Context: an optimization exercise on an open-source flow, tuned for small area, a short achievable clock period and few clock cycles per item. The choices shown serve that exercise and are no tape-out recipe.
Function was checked by simulation only, so behaviour that the tests miss may differ from the original.
Power is estimated from default activity; no workload was simulated.

[flow/config.mk]
export PLATFORM = sky130hd
export DESIGN_NAME = sawtooth_tone_fir_generator
export DESIGN_NICKNAME = sawtooth_tone_fir_generator
export VERILOG_FILES = /design/flow/design.v
export SDC_FILE = /design/flow/constraint.sdc
export NUM_CORES = 4
export LEC_CHECK = 0
export CAP_MARGIN = 20
export CORE_MARGIN = 2
export CORE_UTILIZATION = 40
export SLEW_MARGIN = 20
[flow/constraint.sdc]
create_clock -name core_clock -period 8.5 [get_ports {clk}]
set_input_delay 1.7000 -clock core_clock [delete_from_list [all_inputs] [get_ports {clk}]]
set_output_delay 1.7000 -clock core_clock [all_outputs]
set_load 0.01 [all_outputs]
[flow/design.v]
package stfir_pkg;
  localparam int TAPS_DEF       = 8;
  localparam int BLINK_HALF_DEF = 48000;
  localparam int PHASE_W  = 24;
  localparam int STEP_W   = 21;
  localparam int AMP_W    = 15;
  localparam int SAMPLE_W = 16;
  localparam int COEF_W   = 16;
  localparam int CFG_IDX_W = 2;
  localparam int CFG_DATA_W = STEP_W;
  localparam int ACC_W   = 38;
  localparam int LO_W    = 19;
  localparam int HI_W    = ACC_W - LO_W;
  localparam int PLO_W   = LO_W + AMP_W;
  localparam int PHI_W   = HI_W + AMP_W + 1;
  localparam int SUM_W   = PHI_W + LO_W;
  localparam int FRAC_SH = 36;
  localparam int Q_W     = SUM_W - FRAC_SH;
  localparam logic [STEP_W-1:0] STEP_RST = STEP_W'(15729);
  localparam logic [AMP_W-1:0]  AMP_RST  = AMP_W'(16384);
  localparam logic signed [PHASE_W-1:0] PHASE_ONE = PHASE_W'(1048576);
  localparam logic signed [PHASE_W-1:0] PHASE_TWO = PHASE_W'(2097152);
  typedef enum logic [CFG_IDX_W-1:0] {
    CFG_PHASE_STEP = 2'd0,
    CFG_AMPLITUDE  = 2'd1
  } cfg_idx_t;
  typedef enum logic [2:0] {
    ST_IDLE,
    ST_WRITE,
    ST_RUN,
    ST_DRAIN,
    ST_SCALE,
    ST_SUM,
    ST_FIN
  } state_t;
  function automatic logic [COEF_W-1:0] coef_of(input logic [3:0] k);
    logic [COEF_W-1:0] c;
    case (k)
      4'd0, 4'd7: c = COEF_W'(655);
      4'd1, 4'd6: c = COEF_W'(3277);
      4'd2, 4'd5: c = COEF_W'(7864);
      4'd3, 4'd4: c = COEF_W'(20972);
      default:    c = '0;
    endcase
    coef_of = c;
  endfunction
endpackage
module stfir_ram #(
  parameter int DATA_W = 24,
  parameter int DEPTH  = 8
) (
  input  logic                     clk,
  input  logic                     we,
  input  logic [$clog2(DEPTH)-1:0] waddr,
  input  logic [DATA_W-1:0]        wdata,
  input  logic [$clog2(DEPTH)-1:0] raddr,
  output logic [DATA_W-1:0]        rdata
);
  logic [DATA_W-1:0] mem [DEPTH];
  logic [DATA_W-1:0] rdata_r;
  always_ff @(posedge clk) begin
    if (we) begin
      mem[waddr] <= wdata;
    end
    rdata_r <= mem[raddr];
  end
  assign rdata = rdata_r;
endmodule
import stfir_pkg::*;
module sawtooth_tone_fir_generator #(
  parameter int TAPS       = stfir_pkg::TAPS_DEF,
  parameter int BLINK_HALF = stfir_pkg::BLINK_HALF_DEF
) (
  input  logic                                 clk,
  input  logic                                 rst_n,
  input  logic                                 cfg_we,
  input  logic [stfir_pkg::CFG_IDX_W-1:0]      cfg_index,
  input  logic [stfir_pkg::CFG_DATA_W-1:0]     cfg_wdata,
  input  logic                                 in_valid,
  output logic                                 in_stall,
  input  logic                                 in_slot_tick,
  output logic                                 out_valid,
  input  logic                                 out_stall,
  output logic signed [stfir_pkg::SAMPLE_W-1:0] out_sample_out,
  output logic                                 out_led_on
);
  localparam int AW    = $clog2(TAPS);
  localparam int CNT_W = $clog2(2 * BLINK_HALF);
  localparam int PROD_W = COEF_W + 1 + PHASE_W;
  localparam logic [CNT_W:0] HALF_C = (CNT_W + 1)'(BLINK_HALF);
  localparam logic [CNT_W:0] FULL_C = (CNT_W + 1)'(2 * BLINK_HALF);
  localparam logic [AW-1:0] LAST_A = AW'(TAPS - 1);
  localparam logic signed [SUM_W-1:0] BIAS = SUM_W'((64'd1 << FRAC_SH) - 64'd1);
  localparam logic signed [Q_W-1:0] SAT_HI = Q_W'(32767);
  localparam logic signed [Q_W-1:0] SAT_LO = {{(Q_W - 16){1'b1}}, 16'h8000};
  stfir_pkg::state_t state_r, state_nxt;
  logic [STEP_W-1:0] phase_step_r, phase_step_nxt;
  logic [AMP_W-1:0]  amp_r, amp_nxt;
  logic signed [PHASE_W-1:0] saw_phase_r, saw_phase_nxt;
  logic [AW-1:0]     wpos_r, wpos_nxt;
  logic signed [SAMPLE_W-1:0] held_r, held_nxt;
  logic [CNT_W-1:0]  slot_cnt_r, slot_cnt_nxt;
  logic              led_r, led_nxt;
  logic [TAPS-1:0]   ring_vld_r, ring_vld_nxt;
  logic              out_valid_r, out_valid_nxt;
  logic signed [SAMPLE_W-1:0] out_sample_r, out_sample_nxt;
  logic              out_led_r, out_led_nxt;
  logic              skid_valid_r, skid_valid_nxt;
  logic signed [SAMPLE_W-1:0] skid_sample_r, skid_sample_nxt;
  logic              skid_led_r, skid_led_nxt;
  logic [AW-1:0]     rd_addr_r, rd_addr_nxt;
  logic [AW-1:0]     iss_cnt_r, iss_cnt_nxt;
  logic              d_vld_r, d_vld_nxt;
  logic [AW-1:0]     d_k_r;
  logic              rd_vld_r;
  logic              p_vld_r;
  logic signed [ACC_W-1:0] prod_r;
  logic signed [ACC_W-1:0] acc_r, acc_nxt;
  logic [PLO_W-1:0]  p_lo_r;
  logic signed [PHI_W-1:0] p_hi_r;
  logic signed [SUM_W-1:0] sum_r;
  logic              ram_we;
  logic signed [PHASE_W-1:0] ram_rdata;
  logic signed [PHASE_W-1:0] tap_data;
  logic signed [PROD_W-1:0]  tap_prod;
  logic [COEF_W-1:0] coef_k;
  logic              in_take, tick, pop;
  logic [CNT_W:0]    cnt_inc;
  logic signed [PHASE_W-1:0] phase_sum;
  logic signed [SUM_W-1:0]   sum_biased;
  logic signed [Q_W-1:0]     q_val;
  stfir_ram #(
    .DATA_W(PHASE_W),
    .DEPTH (TAPS)
  ) u_ring (
    .clk  (clk),
    .we   (ram_we),
    .waddr(wpos_r),
    .wdata(saw_phase_r),
    .raddr(rd_addr_r),
    .rdata(ram_rdata)
  );
  assign in_stall = (state_r != ST_IDLE) || skid_valid_r;
  assign in_take  = in_valid && !in_stall;
  assign tick     = in_take && in_slot_tick;
  assign pop      = out_valid_r && !out_stall;
  assign cnt_inc  = {1'b0, slot_cnt_r} + (CNT_W + 1)'(1);
  assign phase_sum = saw_phase_r + $signed({{(PHASE_W - STEP_W){1'b0}}, phase_step_r});
  assign tap_data = rd_vld_r ? ram_rdata : '0;
  assign coef_k   = stfir_pkg::coef_of(4'(d_k_r));
  assign tap_prod = $signed({1'b0, coef_k}) * tap_data;
  assign sum_biased = sum_r + (sum_r[SUM_W-1] ? BIAS : '0);
  assign q_val      = sum_biased[SUM_W-1:FRAC_SH];
  always_comb begin
    state_nxt       = state_r;
    phase_step_nxt  = phase_step_r;
    amp_nxt         = amp_r;
    saw_phase_nxt   = saw_phase_r;
    wpos_nxt        = wpos_r;
    held_nxt        = held_r;
    slot_cnt_nxt    = slot_cnt_r;
    led_nxt         = led_r;
    ring_vld_nxt    = ring_vld_r;
    out_valid_nxt   = out_valid_r;
    out_sample_nxt  = out_sample_r;
    out_led_nxt     = out_led_r;
    skid_valid_nxt  = skid_valid_r;
    skid_sample_nxt = skid_sample_r;
    skid_led_nxt    = skid_led_r;
    rd_addr_nxt     = rd_addr_r;
    iss_cnt_nxt     = iss_cnt_r;
    d_vld_nxt       = 1'b0;
    acc_nxt         = p_vld_r ? acc_r + prod_r : acc_r;
    ram_we          = 1'b0;
    if (cfg_we) begin
      unique case (cfg_index)
        CFG_PHASE_STEP: phase_step_nxt = cfg_wdata[STEP_W-1:0];
        CFG_AMPLITUDE:  amp_nxt = cfg_wdata[AMP_W-1:0];
        default: ;
      endcase
    end
    if (tick) begin
      if (cnt_inc == HALF_C) begin
        led_nxt      = 1'b0;
        slot_cnt_nxt = cnt_inc[CNT_W-1:0];
      end else if (cnt_inc >= FULL_C) begin
        led_nxt      = 1'b1;
        slot_cnt_nxt = '0;
      end else begin
        slot_cnt_nxt = cnt_inc[CNT_W-1:0];
      end
    end
    if (skid_valid_r) begin
      if (pop) begin
        out_sample_nxt = skid_sample_r;
        out_led_nxt    = skid_led_r;
        skid_valid_nxt = 1'b0;
      end
    end else if (tick) begin
      if (out_valid_r && !pop) begin
        skid_valid_nxt  = 1'b1;
        skid_sample_nxt = held_r;
        skid_led_nxt    = led_nxt;
      end else begin
        out_valid_nxt  = 1'b1;
        out_sample_nxt = held_r;
        out_led_nxt    = led_nxt;
      end
    end else if (pop) begin
      out_valid_nxt = 1'b0;
    end
    unique case (state_r)
      ST_IDLE: begin
        if (tick && slot_cnt_r[0]) begin
          saw_phase_nxt = (phase_sum > PHASE_ONE) ? phase_sum - PHASE_TWO : phase_sum;
          state_nxt     = ST_WRITE;
        end
      end
      ST_WRITE: begin
        ram_we               = 1'b1;
        ring_vld_nxt[wpos_r] = 1'b1;
        rd_addr_nxt          = wpos_r;
        iss_cnt_nxt          = '0;
        wpos_nxt             = (wpos_r == LAST_A) ? '0 : wpos_r + AW'(1);
        acc_nxt              = '0;
        state_nxt            = ST_RUN;
      end
      ST_RUN: begin
        d_vld_nxt   = 1'b1;
        rd_addr_nxt = (rd_addr_r == LAST_A) ? '0 : rd_addr_r + AW'(1);
        iss_cnt_nxt = iss_cnt_r + AW'(1);
        if (iss_cnt_r == LAST_A) begin
          state_nxt = ST_DRAIN;
        end
      end
      ST_DRAIN: begin
        if (!d_vld_r && !p_vld_r) begin
          state_nxt = ST_SCALE;
        end
      end
      ST_SCALE: begin
        state_nxt = ST_SUM;
      end
      ST_SUM: begin
        state_nxt = ST_FIN;
      end
      ST_FIN: begin
        if (q_val > SAT_HI) begin
          held_nxt = SAT_HI[SAMPLE_W-1:0];
        end else if (q_val < SAT_LO) begin
          held_nxt = SAT_LO[SAMPLE_W-1:0];
        end else begin
          held_nxt = q_val[SAMPLE_W-1:0];
        end
        state_nxt = ST_IDLE;
      end
      default: state_nxt = ST_IDLE;
    endcase
  end
  always_ff @(posedge clk) begin
    if (!rst_n) begin
      state_r      <= ST_IDLE;
      phase_step_r <= STEP_RST;
      amp_r        <= AMP_RST;
      saw_phase_r  <= '0;
      wpos_r       <= '0;
      held_r       <= '0;
      slot_cnt_r   <= '0;
      led_r        <= 1'b0;
      ring_vld_r   <= '0;
      out_valid_r  <= 1'b0;
      skid_valid_r <= 1'b0;
      d_vld_r      <= 1'b0;
      p_vld_r      <= 1'b0;
    end else begin
      state_r      <= state_nxt;
      phase_step_r <= phase_step_nxt;
      amp_r        <= amp_nxt;
      saw_phase_r  <= saw_phase_nxt;
      wpos_r       <= wpos_nxt;
      held_r       <= held_nxt;
      slot_cnt_r   <= slot_cnt_nxt;
      led_r        <= led_nxt;
      ring_vld_r   <= ring_vld_nxt;
      out_valid_r  <= out_valid_nxt;
      skid_valid_r <= skid_valid_nxt;
      d_vld_r      <= d_vld_nxt;
      p_vld_r      <= d_vld_r;
    end
  end
  always_ff @(posedge clk) begin
    out_sample_r  <= out_sample_nxt;
    out_led_r     <= out_led_nxt;
    skid_sample_r <= skid_sample_nxt;
    skid_led_r    <= skid_led_nxt;
    rd_addr_r     <= rd_addr_nxt;
    iss_cnt_r     <= iss_cnt_nxt;
    d_k_r         <= iss_cnt_r;
    rd_vld_r      <= ring_vld_r[rd_addr_r];
    prod_r        <= $signed(tap_prod[ACC_W-1:0]);
    acc_r         <= acc_nxt;
    p_lo_r        <= PLO_W'(acc_r[LO_W-1:0]) * PLO_W'(amp_r);
    p_hi_r        <= $signed({{(PHI_W - HI_W){acc_r[ACC_W-1]}}, acc_r[ACC_W-1:LO_W]}) * $signed({1'b0, amp_r});
    sum_r         <= ($signed({{(SUM_W - PHI_W){p_hi_r[PHI_W-1]}}, p_hi_r}) <<< LO_W)
                     + $signed({{(SUM_W - PLO_W){1'b0}}, p_lo_r});
  end
  assign out_valid      = out_valid_r;
  assign out_sample_out = out_sample_r;
  assign out_led_on     = out_led_r;
endmodule
[flow/run.sh]
#!/bin/bash
# synth_recipe.tcl (not shown) runs the flow's synth.tcl, then flattens the netlist and writes it again
# the make line also repeats each setting of config.mk as NAME=value (left out here)
make -C /OpenROAD-flow-scripts/flow DESIGN_CONFIG=/design/flow/config.mk WORK_HOME=/design/flow/orfs CLKGATE_MAP_FILE= SYNTH_SCRIPT=/design/flow/synth_recipe.tcl finish
==> summary.md <==
| Metric | Value |
|---|---|
| Mean Syn Cell Area | 9.94 sq um |
| Number of global-route vias before repair | 39514 |
| Final Slew Violations | 0 |
| Synth unique cells | 85 |
| Async set-or-reset flop fraction in the synthesized netlist | 0 |
| Top cells by area, synth | fa_1, edfxtp_1, dfxtp_1 |
| Cells resized by post-CTS repair | 0 |
| Pwr/cell area | 110 mW/mm^2 |
| GP Congestion | 0.898 |
| GRT Resource Usage Total | 0.187 |
| Req. time, crit path | 9.06 ns |
| DRT antenna net count | 0 |
| Sw Share | 0.255 |
| Final-layout fill cell count | 13210 |
| Ant diodes | 0 |
| Most common cell in the netlist | inv_1 |
| Die height | 377 um |
| Area leader, netlist | fa_1 |
| DRT iter0 DRCs | 2012 |
| Final Cycle Share | 0.910 |
| Sequential-to-total area share from yosys stat | 0.249 |
| Worst-Margin Slew | 1.14 ns |
| Vias | 37540 |
| Fin. Hold Viols | 0 |
| Core area | 0.138 sq mm |
| Worst Hold Class | flop to flop |
| # hold bufs at CTS | 0 |
| Post-Syn Area | 0.0557 sq mm |
| CP delay by family, top | adder cells |
| Critical path, cell by cell | buf_4, and2_0, fa_1, inv_1, fa_1, fa_1, inv_1, fa_1, fa_1, inv_1, fa_1, inv_1, ha_1, nand3_1, nor2_1, o2111ai_1, nand3_1, a31oi_1, o2111ai_1, nand2_1, o311ai_0, a21oi_1, xnor2_1 |
| Flop pwr share | 0.462 |
| Area grow syn2layout | 8.66% |
| Max stage delay on crit path | 0.56 ns |
| Initial Utilization | 0.404 |
| Synthesized flop and latch total | 577 |
| Outcome | complete, no violations |
| Crit start category | flop |
| CTS tree | done |
| Worst-case clock buffer depth | 3 |
| Total Wirelength | 129 mm |
| Dominant synthesized flop cell | dfxtp_1 |
| Dpl ws | 0.936 ns |
| CP Buf/Inv Count | 5 |
| CTS sink count | 577 |
| Avg Vias per Cell | 5.07 |
| Share of layout cells above drive strength 1 | 0.0551 |
| CTS Buf Count | 69 |
| Leakage power | 28.9 nW |
| First-pass GRT wire length | 212 mm |
| Slowest stage cell, crit path | and2_0 |
| RSZ-0062 raised after global routing | false |
| Critical path class | flop to flop |
| Slew headroom | 0.233 |
| Synth Warn # | 2 |
| Syn Nets | 6872 |
| Clock Latency Late Sink | 0.68 ns |
| Clk slew on worst S/H paths | 0.06 ns |
| Critical Path Most Common Cell | fa_1 |
| CP Data Arrival Time | 8.29 ns |
| Clock share of power | 0.466 |
| Min Tclk post-route | 7.73 ns |
| P_int | 4.94 mW |
| IR drop worst, VDD | 0.182 mV |
| R2r setup slk | 0.77 ns |
| Final hold slack | 0.320 ns |
| Largest net degree at the start of global routing | 88 |
| Setup WS post-layout | 0.767 ns |
| Drt pass-1 iters | 5 |
| Worst r2r src | rd_vld_r |
| Grt total ovfl | 0 |
| Number of flops mapped to enable cells by yosys | 232 |
| Buffers on Ports | 47 |
| Combinational share of power | 0.072 |
| Setup repair bufs after CTS | 0 |
| Die area | 0.142 sq mm |
| CTS H-tree lvls | 3 |
| Critical Path Start | rd_vld_r |
| Maximum clock rate | 129 MHz |
| Mapped Cells | 5600 |
| Post-synth top area share | 0.293 |
| Horiz. Die Dim | 377 um |
| Number of max-cap violations | 0 |
| Root buffer cell | clkbuf_16 |
| Final Total Pwr | 6.63 mW |
| Clock Skews | 0.0396 ns |
| Final #Nets | 6819 |
| HP Start | p_lo_r[6] |
| DP HPWL | 100 mm |
| Io pins | 48 |
| Row cnt | 136 |
| Net Sw Power | 1.69 mW |
| # DRC | 0 |
| Worst setup EP type | flop |
| Wirelength per Cell | 17.5 um |
| Most frequent cells after synthesis | inv_1, fa_1, nand2_1 |
| TNS Setup | 0 ns |
| Setup-failing EPs final | 0 |
| Initial antenna violation count | 6 |
| Layout Utilization | 0.439 |
| CP max FO | 87 |
[flip-flops by register name, indices dropped and copies added, names as in the netlist, 8 cells and up]
name / flops
u_ring.mem: 192
sum_r: 54
acc_r: 38
prod_r: 38
p_hi_r: 35
p_lo_r: 34
saw_phase_r: 24
u_ring.rdata_r: 24
phase_step_r: 21
slot_cnt_r: 17
held_r: 16
out_sample_r: 16
skid_sample_r: 16
amp_r: 15
coef_k: 9
ring_vld_r: 8
[layout make-up]
cell class | instances | area (sq um) | area share
Tap cell | 1794 | 2240 | 0.0371
Clock buffer | 84 | 1840 | 0.0305
Inverter | 1061 | 3980 | 0.0659
Sequential cell | 577 | 13900 | 0.229
Clock inverter | 44 | 562 | 0.00929
Multi-Input combinational cell | 3731 | 37000 | 0.611
Timing Repair Buffer | 107 | 987 | 0.0163
[cell usage in the layout (no fill, tap or decap), types with 8 or more instances in the layout]
master,count
edfxtp_1,232
nand4_1,22
a221oi_1,8
a31oi_1,18
nor4_1,13
nor2b_1,18
mux2_2,45
clkbuf_1,9
clkinv_2,13
clkdlybuf4s50_1,47
inv_1,1059
a21oi_1,237
xor2_1,59
and3_1,145
xnor2_1,155
nand2b_1,20
mux4_2,50
buf_4,54
o211ai_1,14
o21bai_1,17
nor2_1,183
and2_1,332
a41oi_1,9
a21o_1,65
nand2_1,603
nor3_1,39
nand3_1,62
a211oi_1,26
mux2i_1,28
o31ai_1,9
fa_1,814
clkbuf_16,69
o21ai_0,124
dfxtp_1,342
or3_1,17
ha_1,429
o21a_1,25
[path summary, 6_finish.rpt]
kind,endpoint,cells past startpoint
setup / recovery,prod_r[37],23
hold reg to reg,sum_r[6],0
setup reg to reg,prod_r[37],23
hold / removal,sum_r[6],0
[logic make-up (layout without fill, tap and decap cells)]
group | count (synthesis) | count (layout) | synth area share
multiplexers | 123 | 123 | 0.0344
buffers and inverters | 1292 | 1296 | 0.0872
flip-flops | 577 | 577 | 0.249
AO/OA/AOI/OAI | 643 | 643 | 0.0730
AND/OR/NAND/NOR | 1508 | 1508 | 0.133
adder cells (fa/ha/maj) | 1243 | 1243 | 0.389
XOR/XNOR | 214 | 214 | 0.0337
[through the flow]
stage | area, sq um | std cells
2_1_floorplan | 55700 | 5600
3_3_place_gp | 58100 | 7270
3_5_place_dp | 58100 | 7270
4_1_cts | 60500 | 7398
5_1_grt | 60500 | 7398
6_report | 60500 | 7398
[routing by layer]
layer | track usage | up-vias | wire length (um)
met5 | 0 | - | 13
met4 | 0.0497 | 2 | 2890
li1 | - | 17735 | -
met3 | 0.0220 | 169 | 5070
met2 | 0.320 | 703 | 63800
met1 | 0.251 | 18931 | 57400
[power by group through the flow]
| stage | clock, mW | sequential (mW) | combinational, mW |
|---|---|---|---|
| 6_report | 3.09 | 3.07 | 0.477 |
| 4_1_cts | 3.18 | 3.06 | 0.482 |
| 2_1_floorplan | 0 | 3.04 | 0.364 |
| 3_3_place_gp | 0 | 3.12 | 0.472 |
| 3_5_place_dp | 0 | 3.12 | 0.478 |
| 5_1_grt | 3.29 | 3.08 | 0.537 |
[worst register-to-register path, cell delays in order, from the launching register on]
cell and delay, ns:
dfxtp_2 0.36, buf_4 0.55, and2_0 0.61, fa_1 0.51, inv_1 0.09, fa_1 0.42, fa_1 0.53, inv_1 0.07
fa_1 0.49, fa_1 0.52, inv_1 0.06, fa_1 0.50, inv_1 0.05, ha_1 0.48, nand3_1 0.13, nor2_1 0.20
o2111ai_1 0.18, nand3_1 0.29, a31oi_1 0.26, o2111ai_1 0.33, nand2_1 0.16, o311ai_0 0.46, a21oi_1 0.16, xnor2_1 0.26
Testbench counts, summed over its fixed seeds: cycles 62,008, items 8,000.

-- separate check: timing with driven ports --
How much do the figures lean on ideal ports? The routed layout below was timed once more, with nothing changed but the port constraints.
Step 1 assumes that a clkbuf_16 drives the clock port and a buf_2 every other input.
Step 2 moves the port delays by t, midway between the first and last clock arrival at a register: inputs arrive t later, outputs are due t later. That takes back most of the time a late clock gives input paths.
Slacks: no drivers / after step 1 / after step 2; pairs: no drivers / after step 1.
shift t [ns]: 0.727
setup WS [ns]: 0.767 / 0.767 / 0.767
hold WS [ns]: 0.320 / 0.320 / 0.320
worst register clock-pin slew, ns: 0.07 / 0.07
worst slew at a driven data input, ns: 0.05
After both steps setup and hold are still met in this run. For this run, drivers alone change the setup slack by 0.000 ns; drivers and shift together by 0.000 ns.
